This design comes from an exercise in tuning for small area and a short achievable clock period on the open sky130 flow, not from production work.
Where RTL was checked, it was by simulation tests only, not by an equivalence proof against the original.

## JK
// mdu_param
module mdu_param #(
    parameter int WIDTH       = 32,
    parameter int MULT_CYCLES = 5,
    parameter int DIV_CYCLES  = 10
) (
    input  logic             clk,
    input  logic             reset,
    input  logic             req,
    input  logic [WIDTH-1:0] in_a,
    input  logic [WIDTH-1:0] in_b,
    input  logic [3:0]       MDUOp,
    input  logic             start,
    output logic [WIDTH-1:0] data_hi,
    output logic [WIDTH-1:0] data_lo,
    output logic             busy
);
Size: about 2,700 cells after synthesis, roughly 190 flip-flops, ~140 I/O pins.
clock: 90.0 ns
lec_check: 0
cap_margin: 20
core_margin: 2
core_utilization: 40
slew_margin: 20
standard.sh (not shown) runs the stock make flow with config.mk's settings and CLKGATE_MAP_FILE= SYNTH_SCRIPT=/design/flow/synth_recipe.tcl, a recipe that flattens the netlist after the stock synthesis.
==> flow/flow/run.sh <==
#!/bin/bash
set -euo pipefail
export BUFFER_PORTS_ARGS="-buffer_cell sky130_fd_sc_hd__buf_1"
export CTS_ARGS="-sink_clustering_enable -repair_clock_nets -buf_list sky130_fd_sc_hd__clkbuf_8 -dont_use_dummy_load"
bash standard.sh > standard.log 2>&1
JK: no failed stages, no open violations at the end
Inputs modified between JK and MS:
==> flow/flow/run.sh <==
#!/bin/bash
set -euo pipefail
export BUFFER_PORTS_ARGS="-buffer_cell sky130_fd_sc_hd__buf_2"
export CTS_ARGS="-sink_clustering_enable -repair_clock_nets -buf_list sky130_fd_sc_hd__clkbuf_8 -dont_use_dummy_load"
bash standard.sh > standard.log 2>&1
- Clock period minus worst slack, MS and JK: higher on JK
- On post-route fraction of the period consumed by the critical path, MS and JK are basically level.
- Register-to-register setup slack, MS and JK: larger value in JK
- Looking at design area, MS sits above JK.
- Maximum clock rate of JK is on par with MS.
- Diff JK -> MS: final weighted congestion in routability-driven placement fell 2.2%, headroom to the max-slew limit saw little to no change, total negative slack for setup checks essentially unchanged, clock-pin slew reported for the worst setup and hold paths after clock tree synthesis has decreased.
No run of this note included a check of the RTL's function; only the layout flow was run.


before:
Another version of the RTL of mdu_param (not shown whole).
Size in the first run: roughly 2,800 cells after synthesis, ~190 flip-flops.
==> flow/config.mk <==
export PLATFORM = sky130hd
export DESIGN_NAME = mdu_param
export DESIGN_NICKNAME = mdu_param
export VERILOG_FILES = /design/flow/design.v
export SDC_FILE = /design/flow/constraint.sdc
export NUM_CORES = 4
export LEC_CHECK = 0
export ABC_AREA = 1
export CAP_MARGIN = 20
export CORE_MARGIN = 2
export CORE_UTILIZATION = 40
export SLEW_MARGIN = 20
==> flow/constraint.sdc <==
create_clock -name core_clock -period 90.0 [get_ports {clk}]
set_input_delay 18.0000 -clock core_clock [delete_from_list [all_inputs] [get_ports {clk}]]
set_output_delay 18.0000 -clock core_clock [all_outputs]
set_load 0.01 [all_outputs]
==> flow/flow/run.sh <==
#!/bin/bash
set -euo pipefail
export BUFFER_PORTS_ARGS="-buffer_cell sky130_fd_sc_hd__buf_1"
export CTS_ARGS="-sink_clustering_enable -repair_clock_nets -buf_list sky130_fd_sc_hd__clkbuf_16 -dont_use_dummy_load"
bash standard.sh > standard.log 2>&1
Input-level comparison between after and before:
==> flow/flow/run.sh <==
#!/bin/bash
set -euo pipefail
export BUFFER_PORTS_ARGS="-buffer_cell sky130_fd_sc_hd__buf_1"
export CTS_ARGS="-sink_clustering_enable -repair_clock_nets -buf_list sky130_fd_sc_hd__clkbuf_8 -sink_clustering_size 10 -dont_use_dummy_load"
bash standard.sh > standard.log 2>&1
--- outcome ---
Worst hold slack ends up higher on after. For sum of routed wire length over all layers, after and before come out practically identical. Per the final summary, after finished and its layout is clean on timing, DRC and antenna. The final reports for after and before show count of buffers not belonging to the clock network in the layout higher in the former. Worst setup slack up 0.091 ns in after wrt before. Number of detailed-routing iterations run before antenna repair in after vs before: down 1. From before to after the numbers moved as follows: worst clock skew on the final layout increased by 0.012 ns relative to the old numbers; design area decreased by 160 µm² relative to the old numbers; met1 wire length increased by 1.3% relative to the old numbers.


## lane 1
Another version of the RTL of mdu_param (not shown whole).
For scale: ~2,500 cells after synthesis, about 180 flip-flops, about 140 I/O pins, ~0.020 mm^2 of cells after synthesis.
export LEC_CHECK = 0
export CAP_MARGIN = 20
export CORE_MARGIN = 2
export CORE_UTILIZATION = 40
export SLEW_MARGIN = 20
create_clock -name core_clock -period 90.0 [get_ports {clk}]
run.sh (not shown) runs the stock make flow with config.mk's settings and CLKGATE_MAP_FILE= SYNTH_SCRIPT=/design/flow/synth_recipe.tcl, a recipe that flattens the netlist after the stock synthesis.
Stock flow here: none of the scripts above is used.
Inputs modified between lane 1 and lane 2:
==> flow/flow/run.sh (new file) <==
#!/bin/bash
set -euo pipefail
export BUFFER_PORTS_ARGS="-buffer_cell sky130_fd_sc_hd__buf_1"
export CTS_ARGS="-sink_clustering_enable -repair_clock_nets -buf_list sky130_fd_sc_hd__clkbuf_8 -dont_use_dummy_load"
bash standard.sh > standard.log 2>&1
==> flow/standard.sh (new file) <==
#!/bin/bash
# synth_recipe.tcl (not shown) runs the flow's synth.tcl, then flattens the netlist and writes it again
# the make line also repeats each setting of config.mk as NAME=value (left out here)
make -C /OpenROAD-flow-scripts/flow DESIGN_CONFIG=/design/flow/config.mk WORK_HOME=/design/flow/orfs CLKGATE_MAP_FILE= SYNTH_SCRIPT=/design/flow/synth_recipe.tcl "${@:-finish}"
diff --git a/flow/config.mk b/flow/config.mk
--- a/flow/config.mk
+++ b/flow/config.mk
@@ -7,2 +7,3 @@
 export LEC_CHECK = 0
+export ABC_AREA = 1
 export CAP_MARGIN = 20
removed: flow/run.sh
==> summary.txt <==
In the flow results for lane 1 and lane 2, the total cell area at the placement stage is larger on lane 1. Going from lane 1 to lane 2, the die area was enlarged. Sequential area share after synthesis down 0.23 points in lane 2 wrt lane 1. Re xor/xnor cell area share of the yosys netlist: lane 1 and lane 2 aren't equal, and the higher value belongs to lane 1. | post-route fraction of the period consumed by the critical path | lane 2 vs lane 1 | 0.71 points lower |.
Inputs modified between lane 2 and lane 3:
==> flow/flow/run.sh <==
#!/bin/bash
set -euo pipefail
export BUFFER_PORTS_ARGS="-buffer_cell sky130_fd_sc_hd__buf_2"
export CTS_ARGS="-sink_clustering_enable -repair_clock_nets -buf_list sky130_fd_sc_hd__clkbuf_8 -dont_use_dummy_load"
bash standard.sh > standard.log 2>&1
diff --git a/flow/config.mk b/flow/config.mk
--- a/flow/config.mk
+++ b/flow/config.mk
@@ -7,3 +7,2 @@
 export LEC_CHECK = 0
-export ABC_AREA = 1
 export CAP_MARGIN = 20
Results
Diff lane 3..lane 2 | number of top-level pins | unchanged. Lane 3: final standard cell area without fillers lower than lane 2. Per the comparison of lane 3 with lane 2, share of cell area taken by multi-input logic gates climbed 4.0 points, clock network latency to the later pin of the worst-skew pair has remained practically unchanged.


yarrow:
The RTL this note starts from:
==> flow/design.v <==
module mdu_param #(
    parameter int WIDTH       = 32,
    parameter int MULT_CYCLES = 5,
    parameter int DIV_CYCLES  = 10
) (
    input  logic             clk,
    input  logic             reset,
    input  logic             req,
    input  logic [WIDTH-1:0] in_a,
    input  logic [WIDTH-1:0] in_b,
    input  logic [3:0]       MDUOp,
    input  logic             start,
    output logic [WIDTH-1:0] data_hi,
    output logic [WIDTH-1:0] data_lo,
    output logic             busy
);
    localparam int UW = 36;    
    localparam int NU = 4;     
    localparam logic [3:0] OP_MULT  = 4'd1;
    localparam logic [3:0] OP_MULTU = 4'd2;
    localparam logic [3:0] OP_DIV   = 4'd3;
    localparam logic [3:0] OP_DIVU  = 4'd4;
    localparam logic [3:0] OP_MTHI  = 4'd7;
    localparam logic [3:0] OP_MTLO  = 4'd8;
    localparam logic [3:0] OP_MADD  = 4'd9;
    localparam logic [3:0] OP_MADDU = 4'd10;
    localparam logic [3:0] OP_MSUB  = 4'd11;
    localparam logic [3:0] OP_MSUBU = 4'd12;
    logic [31:0]   hi_q, lo_q;
    logic [3:0]    cnt_q;
    logic          busy_q;
    logic          div_q;      
    logic          sgn_q;      
    logic          msub_q;     
    logic          accum_q;    
    logic          nega_q;     
    logic          negq_q;     
    logic          negb_q;     
    logic [33:0]   a_q;        
    logic [31:0]   q_q;        
    logic          qm1_q;      
    logic [34:0]   acc_q;      
    logic          zero0_q;    
    assign data_hi = hi_q;
    assign data_lo = lo_q;
    assign busy    = busy_q;
    logic op_long, op_div, op_sgn, op_msub, op_accum;
    always_comb begin
        op_long  = 1'b0;
        op_div   = 1'b0;
        op_sgn   = 1'b0;
        op_msub  = 1'b0;
        op_accum = 1'b0;
        case (MDUOp)
            OP_MULT:  begin op_long = 1'b1; op_sgn = 1'b1; end
            OP_MULTU: begin op_long = 1'b1; end
            OP_DIV:   begin op_long = 1'b1; op_div = 1'b1; op_sgn = 1'b1; end
            OP_DIVU:  begin op_long = 1'b1; op_div = 1'b1; end
            OP_MADD:  begin op_long = 1'b1; op_sgn = 1'b1; op_accum = 1'b1; end
            OP_MADDU: begin op_long = 1'b1; op_accum = 1'b1; end
            OP_MSUB:  begin op_long = 1'b1; op_sgn = 1'b1; op_accum = 1'b1; op_msub = 1'b1; end
            OP_MSUBU: begin op_long = 1'b1; op_accum = 1'b1; op_msub = 1'b1; end
            default:  ;
        endcase
    end
    logic accept;
    assign accept = start & op_long & ~busy_q & ~req;
    logic d_first_q;    
    logic d_step_q;     
    logic d_last_q;     
    logic m_last_q;     
    logic negctl_q;     
    logic last;
    logic d_first, d_step, d_last, m_last;
    assign d_first = d_first_q;
    assign d_step  = d_step_q;
    assign d_last  = d_last_q;
    assign m_last  = m_last_q;
    assign last    = d_last_q | m_last_q;
    logic        negctl;
    logic [31:0] q_neg;
    logic [31:0] q_or;      
    assign negctl = negctl_q;
    always_comb begin
        q_or[0] = 1'b0;
        for (int i = 1; i < 32; i++) q_or[i] = q_or[i-1] | q_q[i-1];
    end
    assign q_neg = q_q ^ ({32{negctl}} & q_or);
    function automatic logic [UW-1:0] add_pp(input logic [UW-1:0] x, input logic [UW-1:0] y,
                                            input logic ci);
        logic [UW:0] g, p, gn, pn;
        logic [UW-1:0] h;
        g[0] = ci;
        p[0] = 1'b0;
        for (int i = 0; i < UW; i++) begin
            g[i+1] = x[i] & y[i];
            p[i+1] = x[i] ^ y[i];
            h[i]   = x[i] ^ y[i];
        end
        for (int d = 1; d <= UW; d = d * 2) begin
            gn = g;
            pn = p;
            for (int k = 0; k <= UW; k++) begin
                if ((k & d) != 0) begin
                    gn[k] = g[k] | (p[k] & g[(k / d) * d - 1]);
                    pn[k] = p[k] & p[(k / d) * d - 1];
                end
            end
            g = gn;
            p = pn;
        end
        for (int i = 0; i < UW; i++) add_pp[i] = h[i] ^ g[i];
    endfunction
    logic [UW-1:0] ux   [NU];
    logic [UW-1:0] uy   [NU];
    logic          ucin [NU];
    logic [UW-1:0] us   [NU];
    logic          uacc [NU];    
    logic [32:0]   urem [NU];    
    logic          b_one [NU], b_two [NU], b_neg [NU], b_hi [NU];
    always_comb begin
        for (int k = 0; k < NU; k++) begin
            logic b1, b0, bm;
            b1 = q_q[2*k+1];
            b0 = q_q[2*k];
            bm = (k == 0) ? qm1_q : q_q[2*k-1];
            if (k == 0 && m_last) begin
                b1 = sgn_q & qm1_q;
                b0 = sgn_q & qm1_q;
            end
            b_one[k] = b0 ^ bm;
            b_two[k] = (b1 & ~b0 & ~bm) | (~b1 & b0 & bm);
            b_neg[k] = b1 ^ msub_q;
            b_hi[k]  = 1'b0;
            if (m_last && k != 0) begin
                b_one[k] = 1'b0;
                b_two[k] = 1'b0;
                b_neg[k] = 1'b0;
                b_hi[k]  = (k == 1) & accum_q;
            end
            if (div_q) begin
                b_one[k] = ~d_last | ((k == 0) & (acc_q[34] ^ nega_q));
                b_two[k] = 1'b0;
                b_neg[k] = d_first ? ~negb_q : (d_last & (k == 0) & acc_q[34] & ~nega_q);
            end
        end
    end
    always_comb begin
        for (int k = 0; k < NU; k++) begin
            if (k == 0) begin
                if (d_step)
                    ux[k] = {{(UW-34){acc_q[32]}}, acc_q[32:0], q_q[31] ^ nega_q};
                else
                    ux[k] = zero0_q ? '0 : {{(UW-35){acc_q[34]}}, acc_q};
            end else begin
                if (d_step)
                    ux[k] = {{(UW-34){urem[k-1][32]}}, urem[k-1], q_q[31-k] ^ nega_q};
                else
                    ux[k] = {{2{us[k-1][UW-1]}}, us[k-1][UW-1:2]};
            end
            if (d_step)
                ucin[k] = (k == 0) ? acc_q[34] : us[k-1][UW-1];
            else
                ucin[k] = b_neg[k] | ((k == 0) & d_last & nega_q);
            for (int i = 0; i < UW; i++) begin
                logic a1, a2;
                a1 = a_q[(i > 33) ? 33 : i];
                a2 = (i == 0) ? 1'b0 : a_q[(i - 1 > 33) ? 33 : i - 1];
                uy[k][i] = ((b_one[k] & a1) | (b_two[k] & a2)) ^ (d_step ? ucin[k] : b_neg[k]);
                if (i < 30) uy[k][i] = uy[k][i] | (b_hi[k] & hi_q[i+2]);
            end
            us[k] = add_pp(ux[k], uy[k], ucin[k]);
            if (k != 0) us[k][UW-1] = us[k][UW-2];
            uacc[k] = us[k][UW-1] ^ ~nega_q;
            urem[k] = us[k][32:0];
        end
    end
    logic        commit;
    logic        bzero;
    assign bzero  = (a_q == 34'd0);
    assign commit = last & ~(div_q & bzero);
    logic wr_hi, wr_lo;
    assign wr_hi = ~busy_q & ~req & (MDUOp == OP_MTHI);
    assign wr_lo = ~busy_q & ~req & (MDUOp == OP_MTLO);
    always_ff @(posedge clk) begin
        if (reset) begin
            hi_q      <= 32'd0;
            lo_q      <= 32'd0;
            cnt_q     <= 4'd0;
            busy_q    <= 1'b0;
            d_first_q <= 1'b0;
            d_step_q  <= 1'b0;
            d_last_q  <= 1'b0;
            m_last_q  <= 1'b0;
        end else begin
            d_first_q <= accept & op_div;
            d_step_q  <= busy_q & div_q & (cnt_q >= 4'd3);
            d_last_q  <= busy_q & div_q & (cnt_q == 4'd2);
            m_last_q  <= busy_q & ~div_q & (cnt_q == 4'd2);
            if (busy_q) begin
                cnt_q  <= cnt_q - 4'd1;
                busy_q <= (cnt_q != 4'd1);
            end else if (accept) begin
                cnt_q  <= op_div ? 4'd10 : 4'd5;
                busy_q <= 1'b1;
            end
            if (wr_hi)
                hi_q <= in_a;
            else if (commit)
                hi_q <= {us[1][29:0], us[0][1:0]};
            if (wr_lo)
                lo_q <= in_a;
            else if (commit)
                lo_q <= q_neg;
        end
    end
    always_ff @(posedge clk) begin
        if (~busy_q) begin
            div_q    <= ~MDUOp[3] & (MDUOp[2] | (MDUOp[1] & MDUOp[0]));
            sgn_q    <= MDUOp[0];
            msub_q   <= MDUOp[3] & (MDUOp[2] | (MDUOp[1] & MDUOp[0]));
            accum_q  <= MDUOp[3];
            nega_q   <= (MDUOp == OP_DIV) & in_a[31];
            negb_q   <= (MDUOp == OP_DIV) & in_b[31];
            negq_q   <= (MDUOp == OP_DIV) & (in_a[31] ^ in_b[31]);
            negctl_q <= (MDUOp == OP_DIV) & in_a[31];
            a_q      <= {{2{MDUOp[0] & in_b[31]}}, in_b};
            q_q      <= in_a;
            qm1_q    <= 1'b0;
            acc_q    <= {1'b0, hi_q[1:0], lo_q};
            zero0_q  <= ~MDUOp[3];
        end else begin
            negctl_q <= negq_q;
            zero0_q  <= 1'b0;
            if (div_q) begin
                if (d_first) begin
                    a_q   <= us[0][33:0];
                    q_q   <= q_neg;
                    acc_q <= {35{nega_q}};
                end else begin
                    q_q   <= {q_q[27:0], uacc[0], uacc[1], uacc[2], uacc[3]};
                    acc_q <= {{2{urem[3][32]}}, urem[3]};
                end
            end else begin
                q_q   <= {us[3][1:0], us[2][1:0], us[1][1:0], us[0][1:0], q_q[31:8]};
                qm1_q <= q_q[7];
                acc_q <= {us[3][UW-1], us[3][UW-1:2]};
            end
        end
    end
endmodule
export LEC_CHECK = 0
export ABC_AREA = 1
export CAP_MARGIN = 20
export CORE_MARGIN = 2
export CORE_UTILIZATION = 40
export SLEW_MARGIN = 60
create_clock -name core_clock -period 90.0 [get_ports {clk}]
standard.sh (not shown) runs the stock make flow with config.mk's settings and CLKGATE_MAP_FILE= SYNTH_SCRIPT=/design/flow/synth_recipe.tcl, a recipe that flattens the netlist after the stock synthesis.
==> flow/flow/run.sh <==
#!/bin/bash
set -euo pipefail
export BUFFER_PORTS_ARGS="-buffer_cell sky130_fd_sc_hd__buf_1"
export CTS_ARGS="-sink_clustering_enable -repair_clock_nets -buf_list sky130_fd_sc_hd__clkbuf_8 -sink_buffer_max_cap_derate 0.5 -dont_use_dummy_load"
bash standard.sh > standard.log 2>&1
The following lists how zinc was set up differently from yarrow:
==> flow/flow/run.sh <==
#!/bin/bash
set -euo pipefail
export BUFFER_PORTS_ARGS="-buffer_cell sky130_fd_sc_hd__buf_1"
export CTS_ARGS="-sink_clustering_enable -repair_clock_nets -buf_list sky130_fd_sc_hd__clkbuf_16 -dont_use_dummy_load"
bash standard.sh > standard.log 2>&1
Findings:
Delta (zinc minus yarrow): total via count after detailed routing barely changed, final worst setup slack dropped 0.055 ns.
Diff yarrow..zinc | share of cell area taken by muxes after synthesis | unchanged
Between yarrow and zinc, the final design area excluding fillers is higher for zinc.
Comparing yarrow with zinc, the number of fillers in the final layout came out essentially unchanged.
For detailed-route wire length per cell, yarrow and zinc come out practically identical.
Reported for yarrow and zinc, clock-buffer cell count turned out identical to the last digit.
| routed wire length | yarrow vs zinc | ≈ equal |
~same wire length of the first global-routing pass in yarrow and zinc
No functional check of the RTL was part of any run of this note.

## port drivers added, routing unchanged
Ports are ideal in the flow. The routed layouts listed here were re-timed in OpenROAD. Step 1 (the two cells are an assumption about what drives the block):
set clk [get_ports {clk}]
set_driving_cell -lib_cell sky130_fd_sc_hd__clkbuf_16 $clk
set_driving_cell -lib_cell sky130_fd_sc_hd__buf_2 [delete_from_list [all_inputs] $clk]
Step 2 times the ports against the registers' clock, not the clock port: input delays grow and output delays shrink by t, the midpoint of the rising clock arrivals with the driver on. Slacks: ideal / step 1 / step 2; pairs: ideal / step 1.
run | t (ns) | setup WS [ns] | slew at the worst register clock pin (ns) | worst slew at a driven data input, ns | pins driven straight from the clock port
JK | 0.653 | 70.624 / 70.643 / 70.003 | 0.12 / 0.12 | 0.07 | 1
MS | 0.627 | 70.667 / 70.663 / 70.067 | 0.12 / 0.12 | 0.05 | 1
before | 0.555 | 70.328 / 70.365 / 69.810 | 0.07 / 0.07 | 0.06 | 1
after | 0.625 | 70.419 / 70.449 / 69.824 | 0.11 / 0.11 | 0.06 | 1
lane 1 | 0.562 | 69.780 / 69.805 / 69.243 | 0.08 / 0.08 | 0.05 | 1
lane 2 | 0.637 | 70.422 / 70.450 / 69.813 | 0.11 / 0.11 | 0.07 | 1
lane 3 | 0.629 | 70.020 / 70.020 / 69.612 | 0.11 / 0.11 | 0.05 | 1
yarrow | 0.612 | 70.118 / 70.150 / 69.538 | 0.11 / 0.11 | 0.05 | 1
zinc | 0.542 | 70.063 / 70.098 / 69.556 | 0.08 / 0.08 | 0.05 | 1
After both steps every run listed still meets setup and hold. For JK, which loses most, drivers alone change the setup slack by +0.019 ns; drivers and shift together by -0.621 ns.
